Background: an optimization exercise with open tools, aiming at small area. Do not read the settings as production practice.
The RTL was checked by simulation tests, not by an equivalence proof against the original design.
Power figures rest on the tool's default switching activity, not on a simulated workload.

Setup of red:
## csr_unit_top
module csr_unit_top #(
  parameter bit RV32E = 1'b0,
  parameter bit RV32M = 1'b1
) (
  input  logic            clk_i,
  input  logic            rst_ni,
  input  logic [csr_pkg::XLEN-1:0] boot_addr_i,
  input  logic [3:0]      core_id_i,
  input  logic [5:0]      cluster_id_i,
  input  logic            csr_access_i,
  input  logic [11:0]             csr_addr_i,
  input  logic [csr_pkg::XLEN-1:0] csr_wdata_i,
  input  logic [1:0]              csr_op_i,
  output logic [csr_pkg::XLEN-1:0] csr_rdata_o,
  input  logic [csr_pkg::XLEN-1:0] pc_if_i,
  input  logic [csr_pkg::XLEN-1:0] pc_id_i,
  input  logic            csr_save_if_i,
  input  logic            csr_save_id_i,
  input  logic            csr_save_cause_i,
  input  logic [5:0]      csr_cause_i,
  input  logic            csr_restore_mret_i,
  output logic            m_irq_enable_o,
  output logic [csr_pkg::XLEN-1:0] mepc_o,
  input  logic            if_valid_i,
  input  logic            id_valid_i,
  input  logic            is_compressed_i,
  input  logic            is_decoding_i,
  input  logic            imiss_i,
  input  logic            pc_set_i,
  input  logic            jump_i,
  input  logic            branch_i,
  input  logic            branch_taken_i,
  input  logic            mem_load_i,
  input  logic            mem_store_i
);
clock: 10.0 ns
lec_check: 0
cap_margin: 20
core_margin: 2
core_utilization: 40
cts_buf_list: sky130_fd_sc_hd__clkbuf_4
slew_margin: 20
standard.sh (not shown) runs the stock make flow with config.mk's settings and CLKGATE_MAP_FILE= SYNTH_SCRIPT=/design/flow/synth_recipe.tcl, a recipe that flattens the netlist after the stock synthesis.
==> flow/flow/run.sh <==
#!/bin/bash
# Standard ORFS layout (the standard.sh) with buf_1 port buffers and a
# leaner clock tree (larger sink clusters, no dummy loads).
set -euo pipefail
export BUFFER_PORTS_ARGS="-buffer_cell sky130_fd_sc_hd__buf_1"
export CTS_ARGS="-sink_clustering_enable -repair_clock_nets -buf_list sky130_fd_sc_hd__clkbuf_16 -sink_clustering_size 30 -sink_clustering_max_diameter 60 -dont_use_dummy_load"
bash standard.sh > standard.log 2>&1
red completed; timing, DRC and antenna clean
## Diff of input files: blue against red
Settings: a deleted CTS_BUF_LIST that had been sky130_fd_sc_hd__clkbuf_4.
==> flow/flow/run.sh <==
#!/bin/bash
# The standard ORFS layout (standard.sh) with three changes:
#  - synthesis maps with an area-oriented ABC script (flow/my_synth.tcl),
#  - port buffers are buf_1 instead of the default clkdlybuf4s50_1,
#  - CTS uses larger sink clusters and no dummy loads.
set -euo pipefail
export FLOW_WORK=$PWD
export BUFFER_PORTS_ARGS="-buffer_cell sky130_fd_sc_hd__buf_1"
export CTS_ARGS="-sink_clustering_enable -repair_clock_nets -buf_list sky130_fd_sc_hd__clkbuf_8 -sink_clustering_size 14 -sink_clustering_max_diameter 50 -dont_use_dummy_load"
bash standard.sh SYNTH_SCRIPT=$PWD/flow/my_synth.tcl finish > standard.log 2>&1
==> flow/flow/abc_area.script (new file) <==
strash
balance
rewrite
refactor
balance
rewrite
rewrite -z
balance
refactor -z
rewrite -z
balance
dc2
&get -n
&dch -f
&nf -a -R 1000
&put
==> flow/flow/my_synth.tcl (new file) <==
# The standard synthesis (synth_recipe.tcl in the work folder), with one
# change: the final ABC technology mapping uses flow/abc_area.script, an
# area-oriented script, instead of ORFS's speed script. Registers are mapped
# by dfflibmap before ABC runs, so they are the standard synthesis's.
proc abc {args} {
  set i [lsearch $args -script]
  if {$i >= 0} { lset args [expr {$i + 1}] $::env(FLOW_WORK)/flow/abc_area.script }
  yosys abc {*}$args
}
source $::env(FLOW_WORK)/synth_recipe.tcl
--- outcome ---
Routed wire length of blue falls short of that of red by more than 10%. blue against red: worst setup margin down 0.41 ns; met3 wirelength from detailed routing down 25%; combinational group share of total power down 2.5 points. blue — final estimated routing congestion in global placement about 7% lower, red as reference. Part of the total power dissipated in the clock network in blue is 3.0 points below red. Between blue and red, net count after synthesis is lower for blue, red comes in above that. Per the comparison of blue with red, synthesis-to-layout area growth increased 4.6 points; effective utilization at floorplan saw an increase; sequential power comparable.
Input changes introduced in green (baseline for comparison: blue):
Settings: setting PLACE_DENSITY to 0.75 for the first time; changing CORE_UTILIZATION from 40 to 65.
--- a/flow/flow/run.sh
+++ b/flow/flow/run.sh
@@ -9 +9 @@
-export CTS_ARGS="-sink_clustering_enable -repair_clock_nets -buf_list sky130_fd_sc_hd__clkbuf_8 -sink_clustering_size 14 -sink_clustering_max_diameter 50 -dont_use_dummy_load"
+export CTS_ARGS="-sink_clustering_enable -repair_clock_nets -buf_list sky130_fd_sc_hd__clkbuf_8 -sink_clustering_size 18 -sink_clustering_max_diameter 50 -dont_use_dummy_load"
==> notes.md <==
blue -> green: count of antenna diodes in the layout delta 0, exact match. When green is measured against blue, its routed length on met1 turns out 18% lower. Changes observed in green relative to blue: worst hold slack up 0.0065 ns; routed wire length down about 10%. Last element of the critical path: cnt_q[186]$_DFF_PN0_ -> blue, cnt_q[188]$_DFF_PN0_ -> green.
What orange does differently from green at the input level:
Settings: swapping 65 for 40 in CORE_UTILIZATION; clearing PLACE_DENSITY, which used to be 0.75; putting CTS_BUF_LIST at sky130_fd_sc_hd__clkbuf_4 where nothing was set.
==> flow/run.sh (new file) <==
#!/bin/bash
# synth_recipe.tcl (not shown) runs the flow's synth.tcl, then flattens the netlist and writes it again
# the make line also repeats each setting of config.mk as NAME=value (left out here)
make -C /OpenROAD-flow-scripts/flow DESIGN_CONFIG=/design/flow/config.mk WORK_HOME=/design/flow/orfs CLKGATE_MAP_FILE= SYNTH_SCRIPT=/design/flow/synth_recipe.tcl finish
removed: flow/flow/run.sh
removed: flow/flow/abc_area.script
removed: flow/flow/my_synth.tcl
removed: flow/standard.sh
==> comparison <==
Relative to green, final routed wire length divided by cell count has increased by 1.1 um in orange. Delta (orange minus green): wire length picked up an extra 21000 um, net switching power of the design picked up an extra 260 uW. Diff green -> orange: via-per-instance ratio dropped 10%; wire length of the first global-routing pass climbed about 30%. orange: flow completed, timing, DRC and antenna clean.
What purple does differently from orange at the input level:
Settings: changing CAP_MARGIN from 20 to 5; removing CTS_BUF_LIST (formerly sky130_fd_sc_hd__clkbuf_4); changing CORE_UTILIZATION from 40 to 65; setting PLACE_DENSITY to 0.75 for the first time; changing SLEW_MARGIN from 20 to 5.
==> flow/flow/run.sh (new file) <==
#!/bin/bash
# The standard ORFS layout (standard.sh) with three changes:
#  - synthesis maps with an area-oriented ABC script (flow/my_synth.tcl),
#  - port buffers are buf_1 instead of the default clkdlybuf4s50_1,
#  - CTS uses larger sink clusters and no dummy loads.
set -euo pipefail
export FLOW_WORK=$PWD
export BUFFER_PORTS_ARGS="-buffer_cell sky130_fd_sc_hd__buf_1"
export CTS_ARGS="-sink_clustering_enable -repair_clock_nets -buf_list sky130_fd_sc_hd__clkbuf_8 -sink_clustering_size 18 -sink_clustering_max_diameter 50 -dont_use_dummy_load"
bash standard.sh SYNTH_SCRIPT=$PWD/flow/my_synth.tcl finish > standard.log 2>&1
==> flow/flow/abc_area.script (new file) <==
strash
balance
rewrite
refactor
balance
rewrite
rewrite -z
balance
refactor -z
rewrite -z
balance
dc2
&get -n
&dch -f
&nf -a -p -F 8 -A 8 -C 32 -R 1000
&put
==> flow/flow/my_synth.tcl (new file) <==
# The standard synthesis (synth_recipe.tcl in the work folder), with one
# change: the final ABC technology mapping uses flow/abc_area.script, an
# area-oriented script, instead of ORFS's speed script. Registers are mapped
# by dfflibmap before ABC runs, so they are the standard synthesis's.
proc abc {args} {
  set i [lsearch $args -script]
  if {$i >= 0} { lset args [expr {$i + 1}] $::env(FLOW_WORK)/flow/abc_area.script }
  yosys abc {*}$args
}
source $::env(FLOW_WORK)/synth_recipe.tcl
==> flow/standard.sh (new file) <==
#!/bin/bash
# synth_recipe.tcl (not shown) runs the flow's synth.tcl, then flattens the netlist and writes it again
# the make line also repeats each setting of config.mk as NAME=value (left out here)
make -C /OpenROAD-flow-scripts/flow DESIGN_CONFIG=/design/flow/config.mk WORK_HOME=/design/flow/orfs CLKGATE_MAP_FILE= SYNTH_SCRIPT=/design/flow/synth_recipe.tcl "${@:-finish}"
removed: flow/run.sh
### Flow results
Looking at timing-limited maximum frequency, purple sits 5.8% higher than orange does.
| final cell count | purple vs orange | 700 lower |
| ratio of routed vias to standard cells | purple vs orange | 12% higher |
NOTE number of global-route vias before repair orange->purple decreased by more than 10%
purple improves on orange in overall via count from detail_route.
Met3 layer usage reported by global route | purple above orange
Relative to orange, the area of all placed cells without fillers of purple is lower by about 19%.
In the metrics for orange and purple, the one carrying the lower starting density of the core is orange.


Another version of the RTL of csr_unit_top (not shown whole).
Size: about 1,700 cells after synthesis, about 350 flip-flops, ~18,000 sq um of cells after synthesis.
==> flow/design.v (excerpt) <==
module csr_unit_top #(
  parameter bit RV32E = 1'b0,
  parameter bit RV32M = 1'b1
) (
  input  logic            clk_i,
  input  logic            rst_ni,
  input  logic [csr_pkg::XLEN-1:0] boot_addr_i,
  input  logic [3:0]      core_id_i,
  input  logic [5:0]      cluster_id_i,
  input  logic            csr_access_i,
  input  logic [11:0]             csr_addr_i,
  input  logic [csr_pkg::XLEN-1:0] csr_wdata_i,
  input  logic [1:0]              csr_op_i,
  output logic [csr_pkg::XLEN-1:0] csr_rdata_o,
  input  logic [csr_pkg::XLEN-1:0] pc_if_i,
  input  logic [csr_pkg::XLEN-1:0] pc_id_i,
  input  logic            csr_save_if_i,
  input  logic            csr_save_id_i,
  input  logic            csr_save_cause_i,
  input  logic [5:0]      csr_cause_i,
  input  logic            csr_restore_mret_i,
  output logic            m_irq_enable_o,
  output logic [csr_pkg::XLEN-1:0] mepc_o,
  input  logic            if_valid_i,
  input  logic            id_valid_i,
  input  logic            is_compressed_i,
  input  logic            is_decoding_i,
  input  logic            imiss_i,
  input  logic            pc_set_i,
  input  logic            jump_i,
  input  logic            branch_i,
  input  logic            branch_taken_i,
  input  logic            mem_load_i,
  input  logic            mem_store_i
);
clock: 10.0 ns
lec_check: 0
cap_margin: 5
core_margin: 2
core_utilization: 65
place_density: 0.75
slew_margin: 5
==> flow/flow/run.sh <==
#!/bin/bash
# The standard ORFS layout (standard.sh) with three changes:
#  - synthesis maps with an area-oriented ABC script (flow/my_synth.tcl),
#  - port buffers are buf_1 instead of the default clkdlybuf4s50_1,
#  - CTS uses larger sink clusters and no dummy loads.
set -euo pipefail
export FLOW_WORK=$PWD
export BUFFER_PORTS_ARGS="-buffer_cell sky130_fd_sc_hd__buf_1"
export CTS_ARGS="-sink_clustering_enable -repair_clock_nets -buf_list {sky130_fd_sc_hd__clkbuf_8 sky130_fd_sc_hd__clkbuf_16} -sink_clustering_size 24 -sink_clustering_max_diameter 60 -dont_use_dummy_load"
bash standard.sh SYNTH_SCRIPT=$PWD/flow/my_synth.tcl finish > standard.log 2>&1
==> flow/flow/abc_area.script <==
strash
balance
rewrite
refactor
balance
rewrite
rewrite -z
balance
refactor -z
rewrite -z
balance
dc2
&get -n
&dch -f
&nf -a -p -F 8 -A 8 -C 32 -R 1000
&put
==> flow/flow/my_synth.tcl <==
# The standard synthesis (synth_recipe.tcl in the work folder), with one
# change: the final ABC technology mapping uses flow/abc_area.script, an
# area-oriented script, instead of ORFS's speed script. Registers are mapped
# by dfflibmap before ABC runs, so they are the standard synthesis's.
proc abc {args} {
  set i [lsearch $args -script]
  if {$i >= 0} { lset args [expr {$i + 1}] $::env(FLOW_WORK)/flow/abc_area.script }
  yosys abc {*}$args
}
source $::env(FLOW_WORK)/synth_recipe.tcl
Rerun with:
==> flow/flow/run.sh (replaced) <==
#!/bin/bash
# The standard ORFS layout (standard.sh) with three changes:
#  - synthesis maps with an area-oriented ABC script (flow/my_synth.tcl),
#  - port buffers are buf_1 instead of the default clkdlybuf4s50_1,
#  - CTS uses larger sink clusters and no dummy loads,
#  - repairs use buffers no larger than buf_2 (flow/small_bufs.tcl).
set -euo pipefail
export FLOW_WORK=$PWD
export BUFFER_PORTS_ARGS="-buffer_cell sky130_fd_sc_hd__buf_1"
export CTS_ARGS="-sink_clustering_enable -repair_clock_nets -buf_list sky130_fd_sc_hd__clkbuf_16 -sink_clustering_size 26 -sink_clustering_max_diameter 90 -dont_use_dummy_load"
for s in GLOBAL_PLACE RESIZE CTS GLOBAL_ROUTE; do export PRE_${s}_TCL=$PWD/flow/small_bufs.tcl; done
bash standard.sh SYNTH_SCRIPT=$PWD/flow/my_synth.tcl finish > standard.log 2>&1
==> flow/flow/small_bufs.tcl (new file) <==
# Repair buffers: keep the resizer to buf_1/buf_2 (clkbuf_16 stays for CTS).
set_dont_use [get_lib_cells {sky130_fd_sc_hd__buf_4 sky130_fd_sc_hd__buf_6 sky130_fd_sc_hd__buf_8 sky130_fd_sc_hd__buf_12 sky130_fd_sc_hd__buf_16 sky130_fd_sc_hd__bufbuf_* sky130_fd_sc_hd__dlygate* sky130_fd_sc_hd__clkdlybuf* sky130_fd_sc_hd__dlymetal* sky130_fd_sc_hd__clkbuf_1 sky130_fd_sc_hd__clkbuf_2 sky130_fd_sc_hd__clkbuf_4 sky130_fd_sc_hd__clkbuf_8}]
Result: Routed wire length is higher by 2.9%; area after synthesis is unchanged; cell count is about the same; register-to-register slack degrades by 0.40 ns; sequential power hardly moves; critical path depth rose by 1; worst hold slack gets better by 0.0050 ns; die area is unchanged; via count goes up by about 1.9%; sequential share of layout area is higher by 0.76 points; setup slack loses 0.40 ns.
Rerun with:
==> flow/flow/run.sh (replaced) <==
#!/bin/bash
# The standard ORFS layout (standard.sh) with three changes:
#  - synthesis maps with an area-oriented ABC script (flow/my_synth.tcl),
#  - port buffers are buf_1 instead of the default clkdlybuf4s50_1,
#  - CTS uses larger sink clusters and no dummy loads.
set -euo pipefail
export FLOW_WORK=$PWD
export BUFFER_PORTS_ARGS="-buffer_cell sky130_fd_sc_hd__buf_1"
export CTS_ARGS="-sink_clustering_enable -repair_clock_nets -buf_list sky130_fd_sc_hd__clkbuf_16 -sink_clustering_size 28 -sink_clustering_max_diameter 100 -dont_use_dummy_load"
bash standard.sh SYNTH_SCRIPT=$PWD/flow/my_synth.tcl finish > standard.log 2>&1
removed: flow/flow/small_bufs.tcl
- sequential share of layout area fell by 0.14 points
- cell area rose by 0.32%
- die area is unchanged
- count of clock-buffer cells in the layout fell by 1
- non-clock buffer count fell by 13
- clock skew rose by 0.016 ns
- total power fell by 1.3%
- synthesized cell count does not change

## afterwards: timing with drivers on the ports
How much do the figures lean on ideal ports? The routed layouts below were timed once more, with nothing changed but the port constraints. Step 1: set_driving_cell puts a clkbuf_16 on clk_i and a buf_2 on each other input, an assumption about the parent block. Step 2 adds t to the input delays and takes it off the output delays; t is the mean of the earliest and latest rising clock arrival at the registers after step 1. Input paths then give back, and output paths get back, about the clock's delay inside the block. Three values: ideal, step 1, step 2; two values: the first two.
run | t, ns | slack for setup (ns) | hold slack, ns | slew at the worst register clock pin (ns) | worst data-port slew with drivers (ns)
red | 0.647 | 2.294 / 2.294 / 2.294 | 0.504 / 0.504 / 0.504 | 0.08 / 0.08 | 0.05
blue | 0.653 | 1.889 / 1.889 / 1.889 | 0.493 / 0.493 / 0.493 | 0.09 / 0.09 | 0.06
green | 0.599 | 2.127 / 2.127 / 2.127 | 0.499 / 0.499 / 0.499 | 0.11 / 0.11 | 0.04
orange | 0.891 | 1.421 / 1.377 / 1.377 | 0.507 / 0.507 / 0.507 | 0.08 / 0.08 | 0.06
purple | 0.603 | 1.894 / 1.894 / 1.894 | 0.514 / 0.514 / 0.514 | 0.11 / 0.11 | 0.05
the first run of note 2 | 0.604 | 2.156 / 2.156 / 2.156 | 0.512 / 0.512 / 0.512 | 0.09 / 0.09 | 0.09
the second run of note 2 | 0.563 | 1.752 / 1.752 / 1.752 | 0.517 / 0.517 / 0.517 | 0.11 / 0.11 | 0.14
the third run of note 2 | 0.559 | 2.221 / 2.221 / 2.221 | 0.524 / 0.524 / 0.524 | 0.12 / 0.12 | 0.12
After both steps every run listed still meets setup and hold. For orange, which loses most, drivers alone change the setup slack by -0.044 ns; drivers and shift together by -0.044 ns.
